What follows belongs to an exercise in optimizing a design on an open flow for small area; a production flow would make more cautious choices. The RTL was checked by simulation tests, not by an equivalence proof against the original design. Power and IR drop assume default switching activity.

$ cat design/flow/design.v
`default_nettype none
package flappy_pkg;
	localparam int NUM_PIPES = 8;
	localparam int X_W = 12;               
	localparam int COL_W = 10;             
	localparam int ROW_W = 9;              
	localparam int SCREEN_W = 640;         
	localparam int PIPE_SPACING = 90;
	localparam int PIPE_W = 44;
	localparam int PIPE_EXIT_X = -52;      
	localparam int BIRD_W = 41;
	localparam int BIRD_H = 36;
	localparam int BIRD_TOP_MARGIN = 12;
	localparam int FLOOR_Y = 479;
	localparam int GAP_TOP_BASE = 150;
	localparam int GAP_HEIGHT = 150;
	localparam int GAP_RAND_W = 5;         
	localparam int SPEED_MIN = 4;
	localparam int SPEED_MAX = 8;
	localparam int SPEED_W = 4;
	localparam int STEP_CYCLES = 64;
	localparam int STEP_CNT_W = $clog2(STEP_CYCLES);
	localparam int RAMP_STEPS = 32;
	localparam int RAMP_CNT_W = $clog2(RAMP_STEPS);
	localparam int LED_FLASH_CYCLES = 256;
	localparam int LED_CNT_W = $clog2(LED_FLASH_CYCLES);
	localparam int SCORE_W = 20;              
	localparam int SCORE_DIGITS = SCORE_W / 4;
	localparam logic [15:0] KEY_ENTER = 16'h800D;
	localparam logic [15:0] KEY_SPACE = 16'h8020;
	localparam logic [4:0] PAD_START = 5'd8;
	localparam logic [4:0] PAD_FLY = 5'd9;
	localparam logic [4:0] PAD_RESTART = 5'd10;
	localparam logic [15:0] LFSR_SEED = 16'hACE1;
	localparam logic [2:0] ST_WELCOME = 3'b001;    
	localparam logic [2:0] ST_PLAYING = 3'b010;
	localparam logic [2:0] ST_OVER = 3'b100;
endpackage
`default_nettype wire
`timescale 1ns/1ns
`default_nettype none
module key_decode (
	input  wire logic        DIV,
	input  wire logic        arst_n,
	input  wire logic [15:0] key_word,
	input  wire logic [2:0]  btn,
	input  wire logic [4:0]  keypad,
	output logic             start,
	output logic             fly,
	output logic             restart
);
	logic key_enter, key_space;
	assign key_enter = (key_word == flappy_pkg::KEY_ENTER);
	assign key_space = (key_word == flappy_pkg::KEY_SPACE);
	always_ff @(posedge DIV or negedge arst_n) begin
		if (!arst_n) begin
			start <= 1'b0;
			fly <= 1'b0;
			restart <= 1'b0;
		end else begin
			start <= key_enter || (btn[0] && keypad == flappy_pkg::PAD_START);
			fly <= key_space || (btn[1] && keypad == flappy_pkg::PAD_FLY);
			restart <= key_enter || (btn[2] && keypad == flappy_pkg::PAD_RESTART);
		end
	end
endmodule
`default_nettype wire
`timescale 1ns/1ns
`default_nettype none
module step_timer (
	input  wire logic                        DIV,
	input  wire logic                        arst_n,
	input  wire logic                        playing,
	output logic                             step,
	output logic [flappy_pkg::SPEED_W-1:0]   speed
);
	logic [5:0] cyc_cnt;
	logic [4:0] ramp_cnt;
	logic [2:0] k;
	function automatic logic [5:0] inc6(input logic [5:0] v);
		logic c;
		c = 1'b1;
		for (int b = 0; b < 6; b++) begin
			inc6[b] = v[b] ^ c;
			c = c & v[b];
		end
	endfunction
	function automatic logic [4:0] inc5(input logic [4:0] v, input logic ci);
		logic c;
		c = ci;
		for (int b = 0; b < 5; b++) begin
			inc5[b] = v[b] ^ c;
			c = c & v[b];
		end
	endfunction
	assign speed = {k[2], ~k[2], k[1:0]};
	always_ff @(posedge DIV or negedge arst_n) begin
		if (!arst_n) begin
			cyc_cnt <= '0;
			step <= 1'b0;
		end else begin
			cyc_cnt <= inc6(cyc_cnt);
			step <= &cyc_cnt;
		end
	end
	always_ff @(posedge DIV or negedge arst_n) begin
		if (!arst_n) begin
			ramp_cnt <= '0;
			k <= '0;
		end else if (!playing) begin
			ramp_cnt <= '0;
			k <= '0;
		end else begin
			ramp_cnt <= inc5(ramp_cnt, step);
			if (step && &ramp_cnt && !k[2])
				k <= {k[1] & k[0], k[1] ^ k[0], ~k[0]};
		end
	end
endmodule
`default_nettype wire
`timescale 1ns/1ns
`default_nettype none
module pipe_field (
	input  wire logic                                                  DIV,
	input  wire logic                                                  arst_n,
	input  wire logic                                                  step,
	input  wire logic                                                  playing,
	input  wire logic [flappy_pkg::SPEED_W-1:0]                        speed,
	output logic [flappy_pkg::NUM_PIPES-1:0][flappy_pkg::X_W-1:0]      pipe_x,
	output logic [flappy_pkg::NUM_PIPES-1:0][flappy_pkg::ROW_W-1:0]    pipe_top_y,
	output logic [flappy_pkg::NUM_PIPES-1:0][flappy_pkg::ROW_W-1:0]    pipe_low_y,
	output logic [flappy_pkg::NUM_PIPES-1:0][4:0]                      gap_g,    
	output logic [flappy_pkg::NUM_PIPES-1:0]                           front    
);
	localparam int NP = flappy_pkg::NUM_PIPES;
	logic [15:0] lfsr;
	logic [NP-1:0][10:0] xs;
	logic [NP-1:0] neg, wrap;
	logic [NP-1:0] gc, g22;
	logic [NP-1:0][4:0] g10;
	logic [4:0] lfsr_g;
	function automatic logic [10:0] add11(input logic [10:0] a, input logic [10:0] b, input logic ci);
		logic c;
		c = ci;
		for (int k = 0; k < 11; k++) begin
			add11[k] = a[k] ^ b[k] ^ c;
			c = (a[k] & b[k]) | (c & (a[k] ^ b[k]));
		end
	endfunction
	function automatic logic [4:0] add5(input logic [4:0] a, input logic [4:0] b);
		logic c;
		c = 1'b0;
		for (int k = 0; k < 5; k++) begin
			add5[k] = a[k] ^ b[k] ^ c;
			c = (a[k] & b[k]) | (c & (a[k] ^ b[k]));
		end
	endfunction
	always_ff @(posedge DIV or negedge arst_n) begin
		if (!arst_n)
			lfsr <= flappy_pkg::LFSR_SEED;
		else if (step)
			lfsr <= {lfsr[14:0], lfsr[15] ^ lfsr[13] ^ lfsr[12] ^ lfsr[10]};
	end
	assign lfsr_g = add5(lfsr[4:0], 5'd12);
	always_comb begin
		for (int i = 0; i < NP; i++) begin
			neg[i] = &xs[i][10:6];
			wrap[i] = neg[i] & ~xs[i][5] & ~xs[i][4] & ~(xs[i][3] & xs[i][2]);
			pipe_x[i] = {neg[i], xs[i]};
			gc[i] = ~gap_g[i][4] & ~(gap_g[i][3] & gap_g[i][2]);                  
			g22[i] = gap_g[i][4] & (gap_g[i][3] | (gap_g[i][2] & gap_g[i][1]));    
			g10[i] = add5(gap_g[i], 5'd10);
			pipe_top_y[i] = {3'b010, gc[i] | g22[i], g10[i]};
			pipe_low_y[i] = {2'b10, gc[i], ~gc[i], gap_g[i]};
		end
	end
	logic [3:0] ds;
	logic park;
	logic [10:0] prev_x, rejoin_x;
	logic [10:0] set_0, set_1;    
	logic [NP-1:0] load;
	logic [NP-1:0][10:0] park_x, load_x;
	always_comb begin
		prev_x = '0;
		for (int i = 0; i < NP; i++)
			prev_x = prev_x | (xs[(i + NP - 1) % NP] & {11{wrap[i]}});
		rejoin_x = add11(prev_x, 11'd90, 1'b0);
	end
	assign ds = speed & {4{step}};
	assign park = step & ~playing;
	assign set_0 = rejoin_x & {11{~park}};
	assign set_1 = rejoin_x | {11{park}};
	always_comb
		for (int i = 0; i < NP; i++) begin
			load[i] = park | (step & wrap[i]);
			park_x[i] = 11'(flappy_pkg::SCREEN_W + i * flappy_pkg::PIPE_SPACING);
			for (int k = 0; k < 11; k++)
				load_x[i][k] = park_x[i][k] ? set_1[k] : set_0[k];
		end
	always_ff @(posedge DIV or negedge arst_n) begin
		if (!arst_n) begin
			for (int i = 0; i < NP; i++)
				xs[i] <= 11'(flappy_pkg::SCREEN_W + i * flappy_pkg::PIPE_SPACING);
		end else begin
			for (int i = 0; i < NP; i++) begin
				if (load[i])
					xs[i] <= load_x[i];    
				else
					xs[i] <= add11(xs[i], ~{7'd0, ds}, 1'b1);
			end
		end
	end
	logic [2:0] front_idx;
	always_ff @(posedge DIV or negedge arst_n) begin
		if (!arst_n)
			front_idx <= '0;
		else if (park)
			front_idx <= '0;
		else if (step && |wrap)
			front_idx <= front_idx + 3'd1;
	end
	always_comb
		for (int i = 0; i < NP; i++)
			front[i] = (front_idx == 3'(i));
	always_ff @(posedge DIV or negedge arst_n) begin
		if (!arst_n) begin
			for (int i = 0; i < NP; i++)
				gap_g[i] <= 5'd12;
		end else begin
			for (int i = 0; i < NP; i++)
				if (step && playing && wrap[i])
					gap_g[i] <= lfsr_g;
		end
	end
endmodule
`default_nettype wire
`timescale 1ns/1ns
`default_nettype none
module collision_check (
	input  wire logic                                                  DIV,
	input  wire logic                                                  arst_n,
	input  wire logic [flappy_pkg::COL_W-1:0]                          bird_x,
	input  wire logic [flappy_pkg::ROW_W-1:0]                          bird_y,
	input  wire logic [flappy_pkg::NUM_PIPES-1:0][flappy_pkg::X_W-1:0]   pipe_x,
	input  wire logic [flappy_pkg::NUM_PIPES-1:0][4:0]                 gap_g,    
	input  wire logic [flappy_pkg::NUM_PIPES-1:0]                      front,    
	output logic                                                       hit,
	output logic                                                       between
);
	localparam int NP = flappy_pkg::NUM_PIPES;
	function automatic logic ge12(input logic [11:0] a, input logic [11:0] b);
		logic g;
		g = 1'b1;
		for (int k = 0; k < 12; k++)
			g = (a[k] & ~b[k]) | (a[k] & g) | (~b[k] & g);
		ge12 = g;
	endfunction
	function automatic logic [11:0] add12(input logic [11:0] a, input logic [11:0] b);
		logic c;
		c = 1'b0;
		for (int k = 0; k < 12; k++) begin
			add12[k] = a[k] ^ b[k] ^ c;
			c = (a[k] & b[k]) | (c & (a[k] ^ b[k]));
		end
	endfunction
	function automatic logic [4:0] add5(input logic [4:0] a, input logic [4:0] b);
		logic c;
		c = 1'b0;
		for (int k = 0; k < 5; k++) begin
			add5[k] = a[k] ^ b[k] ^ c;
			c = (a[k] & b[k]) | (c & (a[k] ^ b[k]));
		end
	endfunction
	function automatic logic [5:0] add6(input logic [5:0] a, input logic [5:0] b);
		logic c;
		c = 1'b0;
		for (int k = 0; k < 6; k++) begin
			add6[k] = a[k] ^ b[k] ^ c;
			c = (a[k] & b[k]) | (c & (a[k] ^ b[k]));
		end
	endfunction
	function automatic logic ge9(input logic [8:0] a, input logic [8:0] b);
		logic g;
		g = 1'b1;
		for (int k = 0; k < 9; k++)
			g = (a[k] & ~b[k]) | (a[k] & g) | (~b[k] & g);
		ge9 = g;
	endfunction
	logic [11:0] lo, hi;         
	logic [NP-1:0] right_of_lo, cand;
	logic [11:0] cand_x;
	logic overlap;
	logic [4:0] g;               
	logic [4:0] r;               
	logic [8:0] t1, t2;
	logic blocked, bound_hit;
	assign bound_hit = (bird_y == '0) || ge9(bird_y, 9'd443);
	assign lo = add12({2'b00, bird_x}, 12'(-44)) ^ 12'h800;
	assign hi = add12({2'b00, bird_x}, 12'd41) ^ 12'h800;
	always_comb begin
		for (int i = 0; i < NP; i++)
			right_of_lo[i] = ge12(pipe_x[i] ^ 12'h800, lo);
		g = '0;
		cand_x = '0;
		for (int i = 0; i < NP; i++) begin
			cand[i] = right_of_lo[i] & (front[i] | ~right_of_lo[(i + NP - 1) % NP]);
			g = g | (gap_g[i] & {5{cand[i]}});
			cand_x = cand_x | (pipe_x[i] & {12{cand[i]}});
		end
		r = add5(g, 5'd20);
		overlap = |cand && ge12(hi, cand_x ^ 12'h800);
		t1 = {3'b010, add6({1'b0, r}, 6'd10)};     
		t2 = {3'b100, add6({1'b0, r}, 6'd8)};      
		blocked = ge9(t1, bird_y) || ge9(bird_y, t2);
	end
	always_ff @(posedge DIV or negedge arst_n) begin
		if (!arst_n) begin
			hit <= 1'b0;
			between <= 1'b0;
		end else begin
			hit <= bound_hit || (overlap && blocked);
			between <= overlap;
		end
	end
endmodule
`default_nettype wire
`timescale 1ns/1ns
`default_nettype none
module game_fsm (
	input  wire logic  DIV,
	input  wire logic  arst_n,
	input  wire logic  start,
	input  wire logic  restart,
	input  wire logic  hit,
	output logic       welcome,
	output logic       playing,
	output logic       over,
	output logic       game_over,
	output logic [15:0] led
);
	logic led_on;
	logic [7:0] flash_cnt;
	logic to_over;
	assign welcome = ~playing & ~over;
	assign to_over = playing && hit;
	assign led = {16{led_on}};
	function automatic logic [7:0] dec8(input logic [7:0] v);
		logic b;
		b = 1'b1;
		for (int k = 0; k < 8; k++) begin
			dec8[k] = v[k] ^ b;
			b = b & ~v[k];
		end
	endfunction
	always_ff @(posedge DIV or negedge arst_n) begin
		if (!arst_n) begin
			playing <= 1'b0;
			over <= 1'b0;
			game_over <= 1'b0;
		end else begin
			game_over <= to_over;
			if (welcome && start)
				playing <= 1'b1;
			else if (over && restart)
				over <= 1'b0;
			else if (to_over) begin
				playing <= 1'b0;
				over <= 1'b1;
			end
		end
	end
	always_ff @(posedge DIV or negedge arst_n) begin
		if (!arst_n) begin
			led_on <= 1'b1;
			flash_cnt <= '0;
		end else if (to_over) begin
			led_on <= 1'b0;
			flash_cnt <= 8'hFF;
		end else if (!led_on) begin
			if (flash_cnt == '0)
				led_on <= 1'b1;
			else
				flash_cnt <= dec8(flash_cnt);
		end
	end
endmodule
`default_nettype wire
`timescale 1ns/1ns
`default_nettype none
module score_keeper (
	input  wire logic                             DIV,
	input  wire logic                             arst_n,
	input  wire logic                             playing,
	input  wire logic                             game_over,
	input  wire logic                             between,
	output logic [flappy_pkg::SCORE_W-1:0]        score,
	output logic [flappy_pkg::SCORE_W-1:0]        maxscore
);
	localparam int SW = flappy_pkg::SCORE_W;
	logic between_d;
	logic passed;
	function automatic logic [SW-1:0] bcd_inc(input logic [SW-1:0] v, input logic ci);
		logic c;
		logic [3:0] d;
		c = ci;
		for (int i = 0; i < SW / 4; i++) begin
			d = v[4*i +: 4];
			bcd_inc[4*i]     = d[0] ^ c;
			bcd_inc[4*i + 1] = d[1] ^ (c & d[0] & ~d[3]);
			bcd_inc[4*i + 2] = d[2] ^ (c & d[0] & d[1]);
			bcd_inc[4*i + 3] = d[3] ^ (c & d[0] & (d[3] | (d[2] & d[1])));
			c = c & d[3] & d[0];
		end
	endfunction
	function automatic logic gt(input logic [SW-1:0] a, input logic [SW-1:0] b);
		logic g;
		g = 1'b0;
		for (int k = 0; k < SW; k++)
			g = (a[k] & ~b[k]) | (a[k] & g) | (~b[k] & g);
		gt = g;
	endfunction
	assign passed = playing && between_d && !between;
	always_ff @(posedge DIV or negedge arst_n) begin
		if (!arst_n) begin
			between_d <= 1'b0;
			score <= '0;
			maxscore <= '0;
		end else begin
			between_d <= between;
			if (game_over) begin
				if (gt(score, maxscore))
					maxscore <= score;
				score <= '0;
			end else begin
				score <= bcd_inc(score, passed);
			end
		end
	end
endmodule
`default_nettype wire
`timescale 1ns/1ns
`default_nettype none
module game_top (
	input  wire logic                                                  DIV,
	input  wire logic                                                  arst_n,
	input  wire logic [15:0]                                           key_word,
	input  wire logic [2:0]                                            btn,
	input  wire logic [4:0]                                            keypad,
	input  wire logic [flappy_pkg::COL_W-1:0]                          bird_x,
	input  wire logic [flappy_pkg::ROW_W-1:0]                          bird_y,
	output logic                                                       fly,
	output logic                                                       welcome,
	output logic                                                       playing,
	output logic                                                       over,
	output logic [flappy_pkg::SPEED_W-1:0]                             speed,
	output logic [flappy_pkg::NUM_PIPES*flappy_pkg::X_W-1:0]           pipe_x,
	output logic [flappy_pkg::NUM_PIPES*flappy_pkg::ROW_W-1:0]         pipe_top_y,
	output logic [flappy_pkg::NUM_PIPES*flappy_pkg::ROW_W-1:0]         pipe_low_y,
	output logic [flappy_pkg::SCORE_W-1:0]                             score,
	output logic [flappy_pkg::SCORE_W-1:0]                             maxscore,
	output logic [15:0]                                                led
);
	logic start, restart;      
	logic step;                
	logic hit, between;        
	logic game_over;
	logic [flappy_pkg::NUM_PIPES-1:0][4:0] gap_g;
	logic [flappy_pkg::NUM_PIPES-1:0] front;
	key_decode i_key_decode (
		.DIV(DIV), .arst_n(arst_n),
		.key_word(key_word), .btn(btn), .keypad(keypad),
		.start(start), .fly(fly), .restart(restart)
	);
	step_timer i_step_timer (
		.DIV(DIV), .arst_n(arst_n),
		.playing(playing),
		.step(step), .speed(speed)
	);
	pipe_field i_pipe_field (
		.DIV(DIV), .arst_n(arst_n),
		.step(step), .playing(playing), .speed(speed),
		.pipe_x(pipe_x), .pipe_top_y(pipe_top_y), .pipe_low_y(pipe_low_y),
		.gap_g(gap_g), .front(front)
	);
	collision_check i_collision_check (
		.DIV(DIV), .arst_n(arst_n),
		.bird_x(bird_x), .bird_y(bird_y),
		.pipe_x(pipe_x), .gap_g(gap_g), .front(front),
		.hit(hit), .between(between)
	);
	game_fsm i_game_fsm (
		.DIV(DIV), .arst_n(arst_n),
		.start(start), .restart(restart), .hit(hit),
		.welcome(welcome), .playing(playing), .over(over),
		.game_over(game_over), .led(led)
	);
	score_keeper i_score_keeper (
		.DIV(DIV), .arst_n(arst_n),
		.playing(playing), .game_over(game_over), .between(between),
		.score(score), .maxscore(maxscore)
	);
endmodule
`default_nettype wire
$ cat design/flow/flow/run.sh
#!/bin/bash
# Standard ORFS layout (the standard.sh, unchanged synthesis) with three changes:
# - the port buffers are the smallest buffer, sky130_fd_sc_hd__buf_1, instead of
#   the resizer's default pick;
# - clock tree synthesis builds a balanced tree from clkbuf_4, with clusters of at
#   most 7 flip-flops within 50 um, and inserts no dummy loads;
# - the constant outputs share synthesis's single tie-high and tie-low cells
#   instead of getting one tie cell each (SKIP_REPAIR_TIE_FANOUT).
# The full make output goes to make_finish.log here; ORFS's own per-step logs are
# under orfs/logs/.
set -euo pipefail
export BUFFER_PORTS_ARGS="-buffer_cell sky130_fd_sc_hd__buf_1"
export CTS_ARGS="-sink_clustering_enable -repair_clock_nets -dont_use_dummy_load -buf_list {sky130_fd_sc_hd__clkbuf_4} -sink_clustering_size 7 -sink_clustering_max_diameter 50"
export SKIP_REPAIR_TIE_FANOUT=1
bash standard.sh > make_finish.log 2>&1
$ cat design/flow/standard.sh
#!/bin/bash
# synth_recipe.tcl (not shown) runs the flow's synth.tcl, then flattens the netlist and writes it again
# the make line also repeats each setting of config.mk as NAME=value (left out here)
make -C /OpenROAD-flow-scripts/flow DESIGN_CONFIG=/design/flow/config.mk WORK_HOME=/design/flow/orfs CLKGATE_MAP_FILE= SYNTH_SCRIPT=/design/flow/synth_recipe.tcl "${@:-finish}"
$ cat design/flow/config.mk
export PLATFORM = sky130hd
export DESIGN_NAME = game_top
export DESIGN_NICKNAME = game_top
export VERILOG_FILES = /design/flow/design.v
export SDC_FILE = /design/flow/constraint.sdc
export NUM_CORES = 4
export LEC_CHECK = 0
export ABC_AREA = 1
export CAP_MARGIN = 20
export CORE_MARGIN = 2
export CORE_UTILIZATION = 60
export SLEW_MARGIN = 20
$ cat design/flow/constraint.sdc
create_clock -name core_clock -period 6.0 [get_ports {DIV}]
set_input_delay 1.2000 -clock core_clock [delete_from_list [all_inputs] [get_ports {DIV}]]
set_output_delay 1.2000 -clock core_clock [all_outputs]
set_load 0.01 [all_outputs]
==> results.txt <==
# TYPE chip_impl_metric gauge
chip_impl_metric{name="die_x",unit="um"} 163
chip_impl_metric{name="ctsResizeCount",unit=""} 0
chip_impl_metric{name="drt-total-wl",unit="um"} 59600
chip_impl_info{name="cts.root.buffer_cell",value="sky130_fd_sc_hd__clkbuf_4"} 1
chip_impl_metric{name="critical_path_required",unit="ns"} 6.60
chip_impl_metric{name="cts_inserted_buffers",unit=""} 39
chip_impl_metric{name="synth.yosys.seq_area_share",unit="%"} 36.6
chip_impl_metric{name="clock.fmax",unit="MHz"} 190
chip_impl_info{name="synth_top_cell_by_area",value="sky130_fd_sc_hd__dfrtp_1"} 1
chip_impl_metric{name="drt-vias-per-instance",unit=""} 6.21
chip_impl_metric{name="core_area",unit="um^2"} 25100
chip_impl_metric{name="max-clock-path-buffers",unit=""} 3
chip_impl_metric{name="cts_sinks",unit=""} 220
chip_impl_info{name="crit_family",value="adder cells"} 1
chip_impl_info{name="yosys-top-cells-area",value="sky130_fd_sc_hd__dfrtp_1 (25%), sky130_fd_sc_hd__dfstp_2 (11%), sky130_fd_sc_hd__ha_1 (11%)"} 1
chip_impl_metric{name="static-leakage-power",unit="nW"} 7.98
chip_impl_metric{name="placement.setup.worst_slack",unit="ns"} 0.0928
chip_impl_metric{name="post-route-util",unit="%"} 67.3
chip_impl_metric{name="yosys_warnings",unit=""} 6
chip_impl_metric{name="via_count_of_the_first_global_routing_pass",unit=""} 15017
chip_impl_metric{name="fin_setup_tns",unit="ns"} 0
chip_impl_metric{name="power_per_cell_area",unit="nW/um^2"} 169
chip_impl_metric{name="finish.net_count",unit=""} 2400
chip_impl_metric{name="overflow",unit=""} 0
chip_impl_metric{name="detailedRoute.firstIterationViolations",unit=""} 2167
chip_impl_metric{name="rows",unit=""} 58
chip_impl_metric{name="timing.reg2reg.setup_slack",unit="ns"} 0.82
chip_impl_metric{name="grt_antenna_before_repair",unit=""} 2
chip_impl_info{name="reg2reg_from",value="i_pipe_field.xs[32]"} 1
chip_impl_metric{name="die_height",unit="um"} 163
chip_impl_info{name="critPathSlowestCell",value="sky130_fd_sc_hd__inv_1"} 1
chip_impl_metric{name="htree_num_levels",unit=""} 2
chip_impl_info{name="timing.setup.critical_path_class",value="in2reg"} 1
chip_impl_metric{name="grt_start_max_net_pins",unit=""} 143
chip_impl_metric{name="buffer_ports.inserted",unit=""} 308
chip_impl_metric{name="die-area",unit="um^2"} 26700
chip_impl_metric{name="finalSetupViolations",unit=""} 0
chip_impl_info{name="outcome",value="timing/DRC/antenna clean"} 1
chip_impl_metric{name="syn_inst",unit=""} 1893
chip_impl_metric{name="number_of_enable_flip_flop_cells_after_synthesis",unit=""} 0
chip_impl_metric{name="drive_gt1_share",unit="%"} 9.71
chip_impl_metric{name="detail_route.wl_per_cell",unit="um"} 23.6
chip_impl_metric{name="power.ir.vdd_worst",unit="uV"} 355
chip_impl_metric{name="synth_async_sr_flop_share",unit="%"} 100
chip_impl_metric{name="rr_worst_depth",unit=""} 22
chip_impl_info{name="ranking_of_synthesized_cells_by_instance_count",value="sky130_fd_sc_hd__nand2_1 (390), sky130_fd_sc_hd__inv_1 (322), sky130_fd_sc_hd__dfrtp_1 (155)"} 1
chip_impl_metric{name="yosysTopAreaCellShare",unit="%"} 25.4
chip_impl_metric{name="path_buf_inv",unit=""} 12
chip_impl_info{name="regToRegEndpoint",value="i_pipe_field.xs[87]"} 1
chip_impl_metric{name="final_critical_path_setup_slack",unit="ns"} 0.728
chip_impl_metric{name="finalWorstPathRequiredPeriod",unit="ns"} 5.27
chip_impl_metric{name="vias",unit=""} 15681
chip_impl_metric{name="count_of_endpoints_failing_hold_in_the_final_timing_report",unit=""} 0
chip_impl_metric{name="clk_pin_slew_worst_paths",unit="ns"} 0.09
chip_impl_metric{name="cts-hold-fix-buffers",unit=""} 0
chip_impl_info{name="worstSetupStartpointType",value="input pin"} 1
chip_impl_info{name="cts_tree",value="built"} 1
chip_impl_metric{name="area_delta_synth_final",unit="%"} 10.8
chip_impl_metric{name="timing.critical_path.slowest_cell_delay",unit="ns"} 0.36
chip_impl_metric{name="drt_drc_violations_left",unit=""} 0
chip_impl_info{name="synthFlopType",value="sky130_fd_sc_hd__dfrtp_1"} 1
chip_impl_metric{name="track_usage",unit="%"} 44.2
chip_impl_metric{name="finalWeightedCongestion",unit=""} 1.09
chip_impl_info{name="hold_path.class",value="in2async"} 1
chip_impl_metric{name="maxSlewHeadroom",unit="%"} 23.5
chip_impl_metric{name="worst-path-max-fanout",unit=""} 13
chip_impl_metric{name="insertion_delay",unit="ns"} 0.66
chip_impl_metric{name="report.final.slew_viol_count",unit=""} 0
chip_impl_metric{name="post-cts-setup-buffers",unit=""} 0
chip_impl_metric{name="floorplan.initialDensity",unit="%"} 60.8
chip_impl_metric{name="max-cap-violations",unit=""} 0
chip_impl_info{name="post-synth-top-count-cell",value="sky130_fd_sc_hd__nand2_1"} 1
chip_impl_metric{name="drt_first_pass_iters",unit=""} 8
chip_impl_metric{name="syn-cell-area",unit="um^2"} 15300
chip_impl_metric{name="synth_cell_types",unit=""} 49
chip_impl_info{name="end_kind",value="register"} 1
chip_impl_metric{name="synth.ff_latch_count",unit=""} 220
chip_impl_metric{name="synth_nets",unit=""} 2098
chip_impl_metric{name="timing_worst_slew_pin_value",unit="ns"} 1.15
chip_impl_metric{name="num_io_pins",unit=""} 349
chip_impl_metric{name="final.period_utilization",unit="%"} 87.9
chip_impl_metric{name="fillerInstances",unit=""} 2124
chip_impl_info{name="rsz0062_at_grt",value="false"} 1
chip_impl_metric{name="antenna_violating_nets_post_route",unit=""} 0
chip_impl_metric{name="worst-endpoint-arrival",unit="ns"} 5.87
chip_impl_metric{name="first_pass_grt_wire_length",unit="um"} 88100
chip_impl_metric{name="post-dp-hpwl",unit="um"} 45800
chip_impl_metric{name="post_synth.cell_area_avg",unit="um^2"} 8.06
chip_impl_metric{name="post_route_skew",unit="ns"} 0.0585
==> registers in the layout, summed over array words and instances (netlist names), 3 cells and up <==
name / cells
i_pipe_field.xs: 88
i_pipe_field.gap_g: 40
i_score_keeper.maxscore: 20
i_score_keeper.score: 20
i_pipe_field.lfsr: 16
i_game_fsm.flash_cnt: 8
i_step_timer.cyc_cnt: 6
i_step_timer.ramp_cnt: 5
i_pipe_field.front_idx: 3
i_step_timer.k: 3
==> layer usage <==
| layer | track usage, % | vias to the layer above | routed length, um |
|---|---|---|---|
| li1 | - | 6837 | - |
| met1 | 55.5 | 7427 | 22000 |
| met2 | 68.4 | 1129 | 26300 |
| met3 | 13.0 | 288 | 7290 |
| met4 | 24.4 | 0 | 3990 |
| met5 | 0 | - | 0 |
==> worst max-delay path by stage <==
stage	startpoint	end	slack [ns]	cells after the start
final	bird_x[2]	i_collision_check.hit	0.73	39
after global routing	bird_x[2]	i_collision_check.hit	0.26	40
after CTS	bird_x[2]	i_collision_check.hit	0.78	39
after detailed placement	bird_x[2]	i_collision_check.hit	0.09	39
after global placement	bird_x[2]	i_collision_check.hit	0.17	39
after floorplan	bird_x[2]	i_collision_check.hit	0.47	39
==> stage by stage <==
step	hold WS, ns	power [mW]	instances	cell area (um^2)
finish	0.448	2.86	2524	16900
global route	0.453	2.98	2524	16900
CTS	0.445	2.85	2522	16900
detailed placement	0.435	2.02	2483	16600
global placement	0.415	2.00	2483	16600
floorplan	0.354	1.93	1893	15300
==> power by group <==
group | switching (mW) | total [mW] | internal (mW)
registers | 0.0421 | 1.57 | 1.53
logic | 0.303 | 0.441 | 0.138
clock network | 0.549 | 0.847 | 0.298
==> kinds of logic after synthesis <==
family	Yosys count	share of synthesized area, %
AOI/OAI and AO/OA	417	17.0
xor gates and xnor gates	24	1.38
adders and majority gates	160	14.3
buffers and inverters	444	12.9
DFF	220	36.6
other	2	0.0492
and+or+nand+nor	626	17.7
==> final cells by class <==
| cell class | instances | area, um^2 | share of cell area, % |
|---|---|---|---|
| Antenna cell | 1 | 2.50 | 0.0148 |
| Multi-Input combinational cell | 1229 | 7710 | 45.6 |
| Tap cell | 330 | 413 | 2.44 |
| Clock buffer | 39 | 293 | 1.73 |
| Sequential cell | 220 | 5590 | 33.1 |
| Inverter | 337 | 1260 | 7.48 |
| Timing Repair Buffer | 368 | 1630 | 9.66 |
==> worst register-to-register path, delay by kind of cell (launching register included) <==
| family | cells | cell delay, ns |
|---|---|---|
| AND/OR/NAND/NOR | 3 | 1.48 |
| adder cells (fa/ha/maj) | 8 | 1.46 |
| AO/OA/AOI/OAI | 5 | 0.87 |
| flip-flops | 1 | 0.60 |
| buffers and inverters | 5 | 0.40 |
| XOR/XNOR | 1 | 0.29 |
==> placed cells by master (no fill, tap or decap), types with 3 or more instances in the layout <==
| cell type | count |
|---|---|
| sky130_fd_sc_hd__ha_1 | 136 |
| sky130_fd_sc_hd__o2111ai_1 | 3 |
| sky130_fd_sc_hd__or2_2 | 5 |
| sky130_fd_sc_hd__a22oi_1 | 74 |
| sky130_fd_sc_hd__nand2_4 | 12 |
| sky130_fd_sc_hd__o21bai_1 | 9 |
| sky130_fd_sc_hd__a21oi_1 | 50 |
| sky130_fd_sc_hd__a21o_1 | 3 |
| sky130_fd_sc_hd__buf_1 | 307 |
| sky130_fd_sc_hd__a21oi_2 | 4 |
| sky130_fd_sc_hd__nand2_2 | 14 |
| sky130_fd_sc_hd__clkinv_1 | 7 |
| sky130_fd_sc_hd__nor3_1 | 18 |
| sky130_fd_sc_hd__xor2_1 | 5 |
| sky130_fd_sc_hd__buf_4 | 57 |
| sky130_fd_sc_hd__nor2_2 | 4 |
| sky130_fd_sc_hd__xnor2_1 | 19 |
| sky130_fd_sc_hd__a221oi_1 | 16 |
| sky130_fd_sc_hd__dfrtp_1 | 154 |
| sky130_fd_sc_hd__nor2_1 | 72 |
| sky130_fd_sc_hd__o221ai_1 | 11 |
| sky130_fd_sc_hd__nor4_1 | 12 |
| sky130_fd_sc_hd__inv_2 | 8 |
| sky130_fd_sc_hd__clkbuf_4 | 40 |
| sky130_fd_sc_hd__o211ai_1 | 7 |
| sky130_fd_sc_hd__dfstp_2 | 65 |
| sky130_fd_sc_hd__nand3_1 | 74 |
| sky130_fd_sc_hd__o22ai_1 | 100 |
| sky130_fd_sc_hd__inv_1 | 322 |
| sky130_fd_sc_hd__nand4_1 | 15 |
| sky130_fd_sc_hd__or2_1 | 3 |
| sky130_fd_sc_hd__fa_1 | 24 |
| sky130_fd_sc_hd__o21ai_1 | 5 |
| sky130_fd_sc_hd__nand2_1 | 390 |
| sky130_fd_sc_hd__o21ai_0 | 127 |

==> separate check: timing with driven ports <==
The flow's constraints put no driver on any port. The routed layout listed below was extracted and timed again, unchanged, in two steps. Step 1 sets driving cells, clkbuf_16 on the clock port and buf_2 on the other inputs (assumed; they add their load-dependent delay and slew). Step 2 adds t to the input delays and takes it off the output delays; t is the mean of the earliest and latest rising clock arrival at the registers after step 1. Input paths then give back, and output paths get back, about the clock's delay inside the block. Three values: no drivers, after step 1, after step 2; two values: the first two.
t, ns: 0.680
slack for setup (ns): 0.728 / 0.742 / 0.062
pins driven straight from the clock port: 1
After both steps setup and hold are still met in this run. For this run, drivers alone change the setup slack by +0.014 ns; drivers and shift together by -0.666 ns.
